This is an optimization exercise on Yosys and OpenROAD, whose aim is small area, not a production implementation.
In this exercise RTL edits were held to simulation tests only and were not proved equivalent to the original.
Power and IR drop assume default switching activity.

== run A ==
==> flow/design.v (excerpt) <==
module residual_add_pack #(
    parameter int DATA_WIDTH = 16,
    parameter int SEQ_LEN    = 8,
    parameter int EMB_DIM    = 8
) (
    input  logic                                      clk,
    input  logic                                      rst_n,
    input  logic                                      in_valid,
    output logic                                      in_ready,
    input  logic [DATA_WIDTH-1:0]                     in_a,
    input  logic [DATA_WIDTH-1:0]                     in_b,
    input  logic                                      in_last,
    output logic [DATA_WIDTH*SEQ_LEN*EMB_DIM-1:0]     x_out,
    output logic                                      ln_start,
    input  logic                                      ln_done,
    output logic                                      frame_err,
    output logic [$clog2(SEQ_LEN*EMB_DIM):0]          ovf_cnt
);
    localparam int N     = SEQ_LEN * EMB_DIM;
    localparam int IDX_W = $clog2(N);
    localparam int CNT_W = $clog2(N) + 1;
    localparam logic [IDX_W-1:0]      LAST_IDX = IDX_W'(N - 1);
    localparam logic [DATA_WIDTH-1:0] MAX_VAL  = {1'b0, {(DATA_WIDTH-1){1'b1}}};
    localparam logic [DATA_WIDTH-1:0] MIN_VAL  = {1'b1, {(DATA_WIDTH-1){1'b0}}};
    logic                          ready;     
    logic                          launch;    
    logic [IDX_W-1:0]              idx;
    logic [DATA_WIDTH*N-1:0]       frame_buf;
    logic [DATA_WIDTH:0]           sum_ext;
    logic                          overflow;
    logic [DATA_WIDTH-1:0]         store_val;
    logic                          accept;
    logic                          is_last;
    always_comb begin
        sum_ext   = {in_a[DATA_WIDTH-1], in_a} + {in_b[DATA_WIDTH-1], in_b};
        overflow  = sum_ext[DATA_WIDTH] ^ sum_ext[DATA_WIDTH-1];
        store_val = overflow ? (sum_ext[DATA_WIDTH] ? MIN_VAL : MAX_VAL)
                             : sum_ext[DATA_WIDTH-1:0];
    end
    assign in_ready = ready;
    assign ln_start = launch;
    assign accept   = in_valid && ready;
    assign is_last  = (idx == LAST_IDX);
    assign x_out    = frame_buf;
    always_ff @(posedge clk) begin
        if (accept) begin
            frame_buf <= {store_val, frame_buf[DATA_WIDTH*N-1:DATA_WIDTH]};
        end
    end
    always_ff @(posedge clk or negedge rst_n) begin
  ...
clock: 4.0 ns
lec_check: 0
cap_margin: 20
core_area: 5 5 225 225
die_area: 0 0 230 230
place_density: 0.8
slew_margin: 20
standard.sh (not shown) runs the stock make flow with config.mk's settings and CLKGATE_MAP_FILE= SYNTH_SCRIPT=/design/flow/synth_recipe.tcl, a recipe that flattens the netlist after the stock synthesis.
==> flow/flow/run.sh <==
#!/bin/bash
# Standard ORFS layout, with the port buffers made from the smallest buffer cell and a
# clock tree built from small clock buffers. Each tool's log stays under orfs/logs.
set -euo pipefail
export BUFFER_PORTS_ARGS="-buffer_cell sky130_fd_sc_hd__buf_1"
export PLACE_PINS_ARGS="-min_distance 1 -min_distance_in_tracks"
export CTS_ARGS="-sink_clustering_enable -repair_clock_nets -dont_use_dummy_load -buf_list {sky130_fd_sc_hd__clkbuf_4 sky130_fd_sc_hd__clkbuf_8} -sink_clustering_size 18 -sink_clustering_max_diameter 60"
bash standard.sh > make.log 2>&1
--- input diff run A..run B ---
- changing PLACE_DENSITY from 0.8 to 0.7
- changing DIE_AREA from 0 0 230 230 to 0 0 260 260
- changing CORE_AREA from 5 5 225 225 to 5 5 255 255
==> flow/flow/run.sh <==
#!/bin/bash
# Standard ORFS layout, with the port buffers made from the smallest buffer cell and a
# clock tree built from small clock buffers. Each tool's log stays under orfs/logs.
set -euo pipefail
export BUFFER_PORTS_ARGS="-buffer_cell sky130_fd_sc_hd__buf_1"
export CTS_ARGS="-sink_clustering_enable -repair_clock_nets -dont_use_dummy_load -buf_list {sky130_fd_sc_hd__clkbuf_4 sky130_fd_sc_hd__clkbuf_8} -sink_clustering_size 24 -sink_clustering_max_diameter 60"
bash standard.sh > make.log 2>&1
## What came out
Run status, run B: aborted in I/O pin placement (3_2_place_iop), error PPL-0024
Starting utilization of the core area, run B and run A, higher one = run A.
The width of the die in run B is 1.13 times that in run A.
As far as synthesized cell count goes, run B and run A are indistinguishable; the numbers are identical.
Run B against run A: distinct cell type count after synthesis was more or less identical, area share of fa/ha/maj cells after synthesis was more or less identical.
Edits applied to the flow inputs when going from run B to run C:
- a change of CORE_AREA from 5 5 255 255 to 5 5 225 225
- a change of DIE_AREA from 0 0 260 260 to 0 0 230 230
- a change of PLACE_DENSITY from 0.7 to 0.8
Findings:
Each of run C and run B falls short of a clean finish.
For run B, the flow was terminated by a tool error in I/O pin placement (3_2_place_iop) and produced no final design.
Compared with run B, in run C post-synthesis adder-cell area fraction flat; area share of xor/xnor cells in the synthesized design flat.
Synthesized cell count: run C vs run B identical
Re die height: run C and run B aren't equal, and the higher value belongs to run B.
On synthesized net count, run C and run B are neck and neck.
Comparing cell row count for run C and run B, the smaller number came from run C.
The inputs of run D differ from those of run C as listed below.
- SLEW_MARGIN changed from 20 to 5
- CAP_MARGIN changed from 20 to 5
==> flow/flow/run.sh <==
#!/bin/bash
# Standard ORFS layout, with the port buffers made from the smallest buffer cell and a
# clock tree built from small clock buffers. Each tool's log stays under orfs/logs.
set -euo pipefail
export BUFFER_PORTS_ARGS="-buffer_cell sky130_fd_sc_hd__buf_1"
export PLACE_PINS_ARGS="-min_distance 1 -min_distance_in_tracks"
export CTS_ARGS="-sink_clustering_enable -repair_clock_nets -dont_use_dummy_load -buf_list {sky130_fd_sc_hd__clkbuf_4 sky130_fd_sc_hd__clkbuf_8} -sink_clustering_size 18 -sink_clustering_max_diameter 60"
bash standard.sh > make.log 2>&1
### Flow results
- Run D: no failed stages, no open violations at the end
- Reported for run C and run D, number of flops mapped to enable cells by yosys turned out identical to the last digit.
- Diff run C -> run D: distinct cell type count of the synthesized netlist has remained practically unchanged, compound-gate portion of the synthesized area has remained practically unchanged, horizontal extent of the die has remained practically unchanged.
- From run C to run D, synthesized cell count did not move at all.
- The register area share after synthesis of run C and that of run D are within noise of each other.
- Height of the die: run D vs run C identical
- Diff run C -> run D: number of rows created at floorplan essentially unchanged; number of register bits inferred by synthesis roughly the same; mux contribution to synthesized area roughly the same; area after synthesis roughly the same.

---

## run 1
residual_add_pack again, from the RTL that the note above started with.
Settings: LEC_CHECK=0, CAP_MARGIN=20, CORE_AREA=5 5 225 225, DIE_AREA=0 0 230 230, PLACE_DENSITY=0.8, SLEW_MARGIN=20; clock period 4.0 ns.
==> flow/flow/run.sh <==
#!/bin/bash
# Standard ORFS layout, with the port buffers made from the smallest buffer cell and a
# clock tree built from small clock buffers. Each tool's log stays under orfs/logs.
set -euo pipefail
export BUFFER_PORTS_ARGS="-buffer_cell sky130_fd_sc_hd__buf_1"
export PLACE_PINS_ARGS="-min_distance 1 -min_distance_in_tracks"
export CTS_ARGS="-sink_clustering_enable -repair_clock_nets -dont_use_dummy_load -buf_list {sky130_fd_sc_hd__clkbuf_16} -sink_clustering_size 32 -sink_clustering_max_diameter 80 -sink_clustering_max_diameter 60"
bash standard.sh > make.log 2>&1
Run 1: flow completed, timing, DRC and antenna clean
> inputs changed (run 1 -> run 2)
- DIE_AREA now 0 0 380 380, was 0 0 230 230
- PLACE_DENSITY no longer set, was 0.8
- CORE_AREA now 5 5 375 375, was 5 5 225 225
==> flow/run.sh (new file) <==
#!/bin/bash
# synth_recipe.tcl (not shown) runs the flow's synth.tcl, then flattens the netlist and writes it again
# the make line also repeats each setting of config.mk as NAME=value (left out here)
make -C /OpenROAD-flow-scripts/flow DESIGN_CONFIG=/design/flow/config.mk WORK_HOME=/design/flow/orfs CLKGATE_MAP_FILE= SYNTH_SCRIPT=/design/flow/synth_recipe.tcl finish
removed: flow/flow/run.sh
removed: flow/standard.sh
--- outcome ---
Sequential share of layout area for run 2: 17 points down relative to run 1. The higher maximum frequency of run 1 and run 2 is in run 2. Diff run 1 and run 2: critical path depth lower in run 1. Internal power component delta for run 2 relative to run 1: 0.0040 W higher. Taking run 1 as the reference point, the number of clock buffers in the layout of run 2 rises by about 180%. Taking run 1 as the reference, in run 2 power after layout rose 26%, number of antenna diodes +1.
Changes in run 3 relative to run 2:
- an added PLACE_DENSITY of 0.8
- a change of CORE_AREA from 5 5 375 375 to 5 5 225 225
- a change of DIE_AREA from 0 0 380 380 to 0 0 230 230
==> flow/flow/run.sh (new file) <==
#!/bin/bash
# Standard ORFS layout, with the port buffers made from the smallest buffer cell and a
# clock tree built from small clock buffers. Each tool's log stays under orfs/logs.
set -euo pipefail
export BUFFER_PORTS_ARGS="-buffer_cell sky130_fd_sc_hd__buf_1"
export PLACE_PINS_ARGS="-min_distance 1 -min_distance_in_tracks"
export CTS_ARGS="-sink_clustering_enable -repair_clock_nets -dont_use_dummy_load -buf_list {sky130_fd_sc_hd__clkbuf_4} -sink_clustering_size 10 -sink_clustering_max_diameter 60"
bash standard.sh > make.log 2>&1
==> flow/standard.sh (new file) <==
#!/bin/bash
# synth_recipe.tcl (not shown) runs the flow's synth.tcl, then flattens the netlist and writes it again
# the make line also repeats each setting of config.mk as NAME=value (left out here)
make -C /OpenROAD-flow-scripts/flow DESIGN_CONFIG=/design/flow/config.mk WORK_HOME=/design/flow/orfs CLKGATE_MAP_FILE= SYNTH_SCRIPT=/design/flow/synth_recipe.tcl "${@:-finish}"
removed: flow/run.sh
Findings:
Period utilization is higher on run 2
Run 3 vs run 2: post-layout utilization of the core up in run 3
Going from run 2 to run 3, maximum achievable frequency increased by 5.6% relative to the old numbers, tapcell count lower, sum of internal, switching and leakage power went down by 24%.

## re-timing with driven ports
In the flow no input, the clock included, has a driving cell. The finished layouts below were timed again as built, in two steps. Step 1: set_driving_cell puts a clkbuf_16 on clk and a buf_2 on each other input, an assumption about the parent block. Step 2 adds t to the input delays and takes it off the output delays; t is the mean of the earliest and latest rising clock arrival at the registers after step 1. Input paths then give back, and output paths get back, about the clock's delay inside the block. Three values: ideal, step 1, step 2; two values: the first two.
run | shift t [ns] | setup slack, ns | clock arrival spread, ns
run A | 0.706 | 0.872 / 0.857 / 0.151 | 0.072 / 0.072
run D | 0.706 | 0.872 / 0.857 / 0.151 | 0.072 / 0.072
run 1 | 0.656 | 0.798 / 0.785 / 0.129 | 0.094 / 0.094
run 2 | 0.744 | 0.915 / 0.946 / 0.202 | 0.040 / 0.039
run 3 | 0.893 | 1.078 / 1.053 / 0.159 | 0.116 / 0.117
After both steps every run listed still meets setup and hold. The setup slack of run 3, which loses most, moves by -0.025 ns with the drivers and by -0.919 ns with both steps.
